Background: an optimization exercise with open tools, aiming at small area. Do not read the settings as production practice. Only simulation tests tie the RTL to the original design; equivalence was not proved.

File: design/flow/design.v
`default_nettype none
package fast_pkg;
    localparam int WIN_RADIUS = 3;
    localparam int ARC_LEN = 9;
    typedef logic [7:0] pixel_t;
    typedef logic [9:0] coord_t;
    typedef struct packed {
        pixel_t        center;
        pixel_t [15:0] ring;
    } fast_circle_t;
    typedef struct packed {
        logic       flag;
        logic [7:0] score;
    } corner_t;
    typedef struct packed {
        coord_t  x;
        coord_t  y;
        corner_t corner;
    } point_t;
endpackage
`default_nettype wire
`timescale 1ns/100ps
`default_nettype none
module fast_frame_ctrl #(
    parameter int IMG_WIDTH  = 32,
    parameter int IMG_HEIGHT = 24
) (
    input  logic   i_clk,
    input  logic   i_rst_n,
    input  logic   i_valid,
    input  logic   i_start,
    output logic   o_ready,
    output logic   o_start,
    output logic   o_end,
    output logic   o_coord_valid,
    output fast_pkg::coord_t o_coord_x,
    output fast_pkg::coord_t o_coord_y
);
    localparam int FILL_BEATS = fast_pkg::WIN_RADIUS * IMG_WIDTH + fast_pkg::WIN_RADIUS;
    localparam int CNT_W      = $clog2(FILL_BEATS + 3);
    localparam fast_pkg::coord_t X_LAST = fast_pkg::coord_t'(IMG_WIDTH - 1);
    localparam fast_pkg::coord_t Y_LAST = fast_pkg::coord_t'(IMG_HEIGHT - 1);
    typedef enum logic [1:0] {
        S_IDLE,
        S_FILL,
        S_WORK
    } state_e;
    state_e           state;
    logic [CNT_W-1:0] beat_cnt;
    logic             last_px;
    assign last_px       = (o_coord_x == X_LAST) && (o_coord_y == Y_LAST);
    assign o_coord_valid = (state == S_WORK);
    assign o_ready       = (state == S_IDLE) && !o_end;
    always_ff @(posedge i_clk or negedge i_rst_n) begin
        if (!i_rst_n) begin
            state     <= S_IDLE;
            beat_cnt  <= '0;
            o_coord_x <= '0;
            o_coord_y <= '0;
        end else if (i_valid) begin
            case (state)
                S_IDLE: begin
                    if (i_start && o_ready) begin
                        state    <= S_FILL;
                        beat_cnt <= CNT_W'(1);
                    end
                end
                S_FILL: begin
                    if (beat_cnt == CNT_W'(FILL_BEATS + 2)) begin
                        state     <= S_WORK;
                        o_coord_x <= '0;
                        o_coord_y <= '0;
                    end else begin
                        beat_cnt <= beat_cnt + 1'b1;
                    end
                end
                S_WORK: begin
                    if (last_px) begin
                        state     <= S_IDLE;
                        o_coord_x <= '0;
                        o_coord_y <= '0;
                    end else if (o_coord_x == X_LAST) begin
                        o_coord_x <= '0;
                        o_coord_y <= o_coord_y + 1'b1;
                    end else begin
                        o_coord_x <= o_coord_x + 1'b1;
                    end
                end
                default: state <= S_IDLE;
            endcase
        end
    end
    always_ff @(posedge i_clk or negedge i_rst_n) begin
        if (!i_rst_n) begin
            o_start <= 1'b0;
            o_end   <= 1'b0;
        end else begin
            o_start <= i_valid && o_coord_valid && (o_coord_x == '0) && (o_coord_y == '0);
            o_end   <= i_valid && o_coord_valid && last_px;
        end
    end
endmodule
`default_nettype wire
`timescale 1ns/100ps
`default_nettype none
module fast_window #(
    parameter int IMG_WIDTH = 32
) (
    input  logic         i_clk,
    input  logic         i_rst_n,
    input  logic         i_valid,
    input  fast_pkg::pixel_t       i_pixel,
    output fast_pkg::fast_circle_t o_circle
);
    localparam int WIN  = 2 * fast_pkg::WIN_RADIUS + 1;
    localparam int NDLY = 2 * fast_pkg::WIN_RADIUS;
    localparam int R    = fast_pkg::WIN_RADIUS;
    fast_pkg::pixel_t row_dly [NDLY][IMG_WIDTH];
    fast_pkg::pixel_t col_in [WIN];
    fast_pkg::pixel_t win [WIN][WIN];
    always_comb begin
        col_in[0] = i_pixel;
        for (int j = 1; j < WIN; j++) begin
            col_in[j] = row_dly[j-1][IMG_WIDTH-1];
        end
    end
    always_ff @(posedge i_clk) begin
        if (i_valid) begin
            for (int k = 0; k < NDLY; k++) begin
                row_dly[k][0] <= col_in[k];
                for (int i = 1; i < IMG_WIDTH; i++) begin
                    row_dly[k][i] <= row_dly[k][i-1];
                end
            end
        end
    end
    always_ff @(posedge i_clk or negedge i_rst_n) begin
        if (!i_rst_n) begin
            for (int r = 0; r < WIN; r++) begin
                for (int c = 0; c < WIN; c++) begin
                    win[r][c] <= '0;
                end
            end
        end else if (i_valid) begin
            for (int r = 0; r < WIN; r++) begin
                for (int c = 0; c < WIN - 1; c++) begin
                    win[r][c] <= win[r][c+1];
                end
                win[r][WIN-1] <= col_in[WIN-1-r];
            end
        end
    end
    always_comb begin
        o_circle.center   = win[R][R];
        o_circle.ring[0]  = win[R-3][R];
        o_circle.ring[1]  = win[R-3][R+1];
        o_circle.ring[2]  = win[R-2][R+2];
        o_circle.ring[3]  = win[R-1][R+3];
        o_circle.ring[4]  = win[R][R+3];
        o_circle.ring[5]  = win[R+1][R+3];
        o_circle.ring[6]  = win[R+2][R+2];
        o_circle.ring[7]  = win[R+3][R+1];
        o_circle.ring[8]  = win[R+3][R];
        o_circle.ring[9]  = win[R+3][R-1];
        o_circle.ring[10] = win[R+2][R-2];
        o_circle.ring[11] = win[R+1][R-3];
        o_circle.ring[12] = win[R][R-3];
        o_circle.ring[13] = win[R-1][R-3];
        o_circle.ring[14] = win[R-2][R-2];
        o_circle.ring[15] = win[R-3][R-1];
    end
endmodule
`default_nettype wire
`timescale 1ns/100ps
`default_nettype none
module fast_segment_test #(
    parameter int THRESHOLD = 20
) (
    input  logic         i_clk,
    input  logic         i_rst_n,
    input  logic         i_valid,
    input  fast_pkg::fast_circle_t i_circle,
    output fast_pkg::corner_t      o_corner
);
    localparam logic [8:0] THR = 9'(THRESHOLD);
    logic [15:0] bright_c;
    logic [15:0] dark_c;
    logic [11:0] acc_b;
    logic [11:0] acc_d;
    logic [7:0]  sum_b_c;
    logic [7:0]  sum_d_c;
    logic [15:0] bright_q;
    logic [15:0] dark_q;
    logic [7:0]  sum_b_q;
    logic [7:0]  sum_d_q;
    logic        arc_hit;
    fast_pkg::corner_t     corner_c;
    function automatic logic [7:0] excess(input fast_pkg::pixel_t hi, input fast_pkg::pixel_t lo);
        logic [8:0] d;
        d = {1'b0, hi} - {1'b0, lo} - THR;
        excess = d[7:0];
    endfunction
    function automatic logic has_arc(input logic [15:0] m);
        logic [31:0] dbl;
        logic        hit;
        dbl = {m, m};
        hit = 1'b0;
        for (int s = 0; s < 16; s++) begin
            hit = hit | (&dbl[s +: fast_pkg::ARC_LEN]);
        end
        has_arc = hit;
    endfunction
    always_comb begin
        acc_b = '0;
        acc_d = '0;
        for (int i = 0; i < 16; i++) begin
            bright_c[i] = {1'b0, i_circle.ring[i]} > ({1'b0, i_circle.center} + THR);
            dark_c[i]   = ({1'b0, i_circle.ring[i]} + THR) < {1'b0, i_circle.center};
            if (bright_c[i]) begin
                acc_b = acc_b + 12'(excess(i_circle.ring[i], i_circle.center));
            end
            if (dark_c[i]) begin
                acc_d = acc_d + 12'(excess(i_circle.center, i_circle.ring[i]));
            end
        end
        sum_b_c = (acc_b > 12'd255) ? 8'hff : acc_b[7:0];
        sum_d_c = (acc_d > 12'd255) ? 8'hff : acc_d[7:0];
    end
    always_ff @(posedge i_clk or negedge i_rst_n) begin
        if (!i_rst_n) begin
            bright_q <= '0;
            dark_q   <= '0;
            sum_b_q  <= '0;
            sum_d_q  <= '0;
        end else if (i_valid) begin
            bright_q <= bright_c;
            dark_q   <= dark_c;
            sum_b_q  <= sum_b_c;
            sum_d_q  <= sum_d_c;
        end
    end
    always_comb begin
        arc_hit        = has_arc(bright_q) || has_arc(dark_q);
        corner_c.flag  = arc_hit;
        corner_c.score = '0;
        if (arc_hit) begin
            corner_c.score = (sum_b_q > sum_d_q) ? sum_b_q : sum_d_q;
        end
    end
    always_ff @(posedge i_clk or negedge i_rst_n) begin
        if (!i_rst_n) begin
            o_corner <= '0;
        end else if (i_valid) begin
            o_corner <= corner_c;
        end
    end
endmodule
`default_nettype wire
`timescale 1ns/100ps
`default_nettype none
module fast_border_mask #(
    parameter int IMG_WIDTH  = 32,
    parameter int IMG_HEIGHT = 24,
    parameter int EDGE       = 4
) (
    input  logic    i_clk,
    input  logic    i_rst_n,
    input  logic    i_valid,
    input  logic    i_coord_valid,
    input  fast_pkg::coord_t  i_coord_x,
    input  fast_pkg::coord_t  i_coord_y,
    input  fast_pkg::corner_t i_corner,
    output fast_pkg::point_t  o_point,
    output logic    o_point_valid
);
    localparam fast_pkg::coord_t X_LO = fast_pkg::coord_t'(EDGE);
    localparam fast_pkg::coord_t Y_LO = fast_pkg::coord_t'(EDGE);
    localparam fast_pkg::coord_t X_HI = fast_pkg::coord_t'(IMG_WIDTH - 1 - EDGE);
    localparam fast_pkg::coord_t Y_HI = fast_pkg::coord_t'(IMG_HEIGHT - 1 - EDGE);
    if (EDGE < fast_pkg::WIN_RADIUS) begin : g_edge_check
        $error("EDGE must be at least WIN_RADIUS");
    end
    logic   masked;
    fast_pkg::point_t point_c;
    always_comb begin
        masked = (i_coord_x < X_LO) || (i_coord_x > X_HI) ||
                 (i_coord_y < Y_LO) || (i_coord_y > Y_HI);
        point_c.x      = i_coord_x;
        point_c.y      = i_coord_y;
        point_c.corner = masked ? '0 : i_corner;
    end
    always_ff @(posedge i_clk) begin
        if (i_valid) begin
            o_point <= point_c;
        end
    end
    always_ff @(posedge i_clk or negedge i_rst_n) begin
        if (!i_rst_n) begin
            o_point_valid <= 1'b0;
        end else begin
            o_point_valid <= i_valid && i_coord_valid;
        end
    end
endmodule
`default_nettype wire
`timescale 1ns/100ps
`default_nettype none
module fast_detector #(
    parameter int IMG_WIDTH  = 32,
    parameter int IMG_HEIGHT = 24,
    parameter int EDGE       = 4,
    parameter int THRESHOLD  = 20
) (
    input  logic   i_clk,
    input  logic   i_rst_n,
    input  logic   i_valid,
    input  logic   i_start,
    input  logic [7:0]  i_pixel,
    output logic   o_ready,
    output logic   o_start,
    output logic   o_end,
    output logic   o_point_valid,
    output logic [28:0] o_point
);
    fast_pkg::fast_circle_t circle;
    fast_pkg::corner_t      corner;
    fast_pkg::coord_t       coord_x;
    fast_pkg::coord_t       coord_y;
    logic         coord_valid;
    fast_frame_ctrl #(
        .IMG_WIDTH  (IMG_WIDTH),
        .IMG_HEIGHT (IMG_HEIGHT)
    ) i_fast_frame_ctrl (
        .i_clk         (i_clk),
        .i_rst_n       (i_rst_n),
        .i_valid       (i_valid),
        .i_start       (i_start),
        .o_ready       (o_ready),
        .o_start       (o_start),
        .o_end         (o_end),
        .o_coord_valid (coord_valid),
        .o_coord_x     (coord_x),
        .o_coord_y     (coord_y)
    );
    fast_window #(
        .IMG_WIDTH (IMG_WIDTH)
    ) i_fast_window (
        .i_clk    (i_clk),
        .i_rst_n  (i_rst_n),
        .i_valid  (i_valid),
        .i_pixel  (i_pixel),
        .o_circle (circle)
    );
    fast_segment_test #(
        .THRESHOLD (THRESHOLD)
    ) i_fast_segment_test (
        .i_clk    (i_clk),
        .i_rst_n  (i_rst_n),
        .i_valid  (i_valid),
        .i_circle (circle),
        .o_corner (corner)
    );
    fast_border_mask #(
        .IMG_WIDTH  (IMG_WIDTH),
        .IMG_HEIGHT (IMG_HEIGHT),
        .EDGE       (EDGE)
    ) i_fast_border_mask (
        .i_clk         (i_clk),
        .i_rst_n       (i_rst_n),
        .i_valid       (i_valid),
        .i_coord_valid (coord_valid),
        .i_coord_x     (coord_x),
        .i_coord_y     (coord_y),
        .i_corner      (corner),
        .o_point       (o_point),
        .o_point_valid (o_point_valid)
    );
endmodule
`default_nettype wire
File: design/flow/run.sh
#!/bin/bash
# synth_recipe.tcl (not shown) runs the flow's synth.tcl, then flattens the netlist and writes it again
# the make line also repeats each setting of config.mk as NAME=value (left out here)
make -C /OpenROAD-flow-scripts/flow DESIGN_CONFIG=/design/flow/config.mk WORK_HOME=/design/flow/orfs CLKGATE_MAP_FILE= SYNTH_SCRIPT=/design/flow/synth_recipe.tcl finish
File: design/flow/config.mk
export PLATFORM = sky130hd
export DESIGN_NAME = fast_detector
export DESIGN_NICKNAME = fast_detector
export VERILOG_FILES = /design/flow/design.v
export SDC_FILE = /design/flow/constraint.sdc
export NUM_CORES = 4
export LEC_CHECK = 0
export CAP_MARGIN = 20
export CORE_MARGIN = 2
export CORE_UTILIZATION = 40
export SLEW_MARGIN = 20
File: design/flow/constraint.sdc
create_clock -name core_clock -period 20.0 [get_ports {i_clk}]
set_input_delay 4.0000 -clock core_clock [delete_from_list [all_inputs] [get_ports {i_clk}]]
set_output_delay 4.0000 -clock core_clock [all_outputs]
set_load 0.01 [all_outputs]
==> results.txt <==
Syn Area/Cell -> 13.7 sq um
1st-iter DRT viols -> 3,931
Crit Path Category -> flip-flop to flip-flop
CP endpoint kind -> flip-flop
Tmin final -> 18.51 ns
boundary pin count -> 45
final hold viol count -> 0
CP arrival -> 19.17 ns
placed insts -> 10,100
final worst-path cycle share -> 0.926
Final Net Count -> 8,125
CTS tree -> built
gr usage total -> 0.174
core area -> 0.238 sq mm
critical path data required time -> 20.66 ns
CTS resizes -> 0
status -> timing/DRC/antenna clean
CTS buffer count -> 198
RSZ-0062 raised after global routing -> no
synthesis-to-layout area growth -> 11.8%
DIE AREA -> 0.243 sq mm
Primary FF master, synth -> edfxtp_1
Routed WL -> 211,000 um
DP Wirelength -> 147,000 um
Netlist cell types -> 109
gr ovfl total -> 0
fraction of layout cells with a size suffix above 1 -> 0.108
Slowest-stage cell, CP -> dfrtp_1
register area -> 0.0578 sq mm
routed via count -> 53,900
fin cells -> 10,500
fmax -> 54.0 MHz
drt first pass iters -> 6
Max stage delay on crit path -> 0.57 ns
hold path depth -> 0
Placer Congestion -> 0.904
first-pass GRT wire length -> 325,000 um
crit-path max FO -> 9
Post-Syn Instances -> 6,988
initial antenna violation count -> 5
setup bufs post-CTS -> 0
Worst slew margin -> 0.294
vias per cell -> 5.13
Most common cell on crit path -> ha_1
vias in the first global route -> 53,200
die height -> 493 um
Initial Util -> 0.402
Max-Cap Viols -> 0
Worst-path clk slew -> 0.06 ns
htree depth -> 4
R2R cell count -> 88
most common cell after layout, fill and taps aside -> edfxtp_1
cts hold-fix bufs -> 0
setup TNS -> 0 ns
Synth async-reset ratio -> 0.217
startpoint types -> flip-flop
Max Slew Vio Count -> 0
routed len/inst -> 20.1 um
Rows -> 179
synth warn -> 7
sequential cell area fraction in the yosys report -> 0.606
DRC -> 0
# setup viols final -> 0
EDFF count, synth -> 1,565
Multi-input gate area -> 0.0349 sq mm
HP Class -> flip-flop to flip-flop
syn_nets -> 7,942
# fillers -> 21,100
clock sink count -> 1,998
Clock Path Buffers -> 3
Die X -> 493 um
r2r setup slk -> 1.49 ns
Synth Cell Area -> 0.0955 sq mm
IO Port Bufs -> 44
worst skew pair latency -> 0.86 ns
Root Buffer -> clkbuf_16
Least-Margin Pin Slew -> 1.06 ns
largest net degree at the start of global routing -> 198
Post-DRT Antenna Nets -> 0
#FFs+latches synth -> 1,998
commonest non-fill, non-tap cells in the layout -> edfxtp_1, ha_1, inv_1, dfrtp_1, nand2_1
clock skew -> 0.0651 ns
==> layout make-up <==
class                      count  share of cell area
clock buffer                 249              0.0493
inverter                     592              0.0208
multi-input combinational   4261               0.327
tap                         3167              0.0371
timing repair buffer         120              0.0104
antenna                        1           0.0000234
clock inverter               121              0.0137
sequential                  1998               0.542
==> worst paths after layout <==
| check | from | end |
|---|---|---|
| setup reg to reg | i_fast_window.win[3][2] | i_fast_segment_test.sum_d_q[1] |
| max in group asynchronous | i_rst_n | i_fast_window.win[30][4] |
| min in group asynchronous | i_rst_n | i_fast_window.win[6][6] |
| hold / removal | i_fast_window.row_dly[112][4] | i_fast_window.row_dly[113][4] |
| hold reg to reg | i_fast_window.row_dly[112][4] | i_fast_window.row_dly[113][4] |
| setup / recovery | i_fast_window.win[3][2] | i_fast_segment_test.sum_d_q[1] |
==> registers in the layout (all words and copies together) (netlist names), 8 cells and up <==
| name | count |
|---|---|
| i_fast_segment_test.sum_d_q | 8 |
| i_fast_segment_test.dark_q | 16 |
| i_fast_segment_test.bright_q | 16 |
| i_fast_frame_ctrl.o_coord_x | 10 |
| i_fast_border_mask.o_point | 29 |
| i_fast_segment_test.o_corner | 9 |
| i_fast_window.win | 344 |
| i_fast_frame_ctrl.o_coord_y | 10 |
| i_fast_window.row_dly | 1536 |
| i_fast_segment_test.sum_b_q | 8 |
==> cell usage after synthesis (135+ instances only) <==
library cell	instances	area, sq um
a21o_1	141	1060
a21oi_1	370	1850
dfrtp_1	433	10800
edfxtp_1	1565	47000
ha_1	848	10600
inv_1	588	2210
mux2_2	310	3490
nand2_1	380	1430
nor2_1	289	1080
o21ai_0	332	1660
xnor2_1	362	3170
xor2_1	135	1180
==> kinds of logic (layout without fill, tap and decap cells) <==
logic type / after synthesis / after routing / share of synthesized area
multiplexers: 354 / 354 / 0.0413
XOR/XNOR: 514 / 514 / 0.0488
other: 0 / 1 / 0
AND/OR/NAND/NOR: 1116 / 1116 / 0.0552
AO/OA/AOI/OAI: 1323 / 1323 / 0.0877
buffers and inverters: 729 / 1082 / 0.0294
adder cells (fa/ha/maj): 954 / 954 / 0.132
flip-flops: 1998 / 1998 / 0.606
==> layer usage <==
layer  GRT usage  part of all wire  vias to the layer above  wire length, um
met4      0.0547             0.029                        0             6220
met3      0.0226             0.037                      301             7910
met5           0                 0                        -                0
li1            -                 -                    25700                -
met1       0.250              0.48                    26800           101000
met2       0.273              0.45                      996            96000
==> critical path: cells and delay by family, from the launching register on <==
kind | cells | cell delay [ns]
xor+xnor | 7 | 1.16
compound gates | 36 | 6.92
mux | 3 | 1.11
flops | 1 | 0.57
buf+inv | 3 | 0.40
simple gates | 23 | 2.91
fa+ha+maj | 16 | 5.26
==> per-stage QoR <==
step	hold slack, ns	setup slack, ns	util	area [sq um]
after floorplan	0.400	2.43	-	95500
after global placement	0.401	1.70	0.421	100000
after detailed placement	0.405	1.58	0.421	100000
after CTS	0.351	1.50	0.449	107000
after global routing	0.361	0.113	0.449	107000
final	0.362	1.49	0.449	107000

==> afterwards: timing with drivers on the ports <==
No port has a modelled driver above. Below, the same layout with a new extraction and two added sets of constraints.
Step 1 (the two cells are an assumption about what drives the block):
set clk [get_ports {i_clk}]
set_driving_cell -lib_cell sky130_fd_sc_hd__clkbuf_16 $clk
set_driving_cell -lib_cell sky130_fd_sc_hd__buf_2 [delete_from_list [all_inputs] $clk]
Step 2 adds t to the input delays and takes it off the output delays; t is the mean of the earliest and latest rising clock arrival at the registers after step 1. Input paths then give back, and output paths get back, about the clock's delay inside the block.
Slacks: no drivers / after step 1 / after step 2; pairs: no drivers / after step 1.
t (ns): 0.912
setup slack, ns: 1.486 / 1.486 / 1.486
clock arrival spread, ns: 0.079 / 0.080
worst register clock-pin slew, ns: 0.07 / 0.07
pins driven straight from the clock port: 1
After both steps setup and hold are still met in this run. The setup slack of this run moves by 0.000 ns with the drivers and by 0.000 ns with both steps.
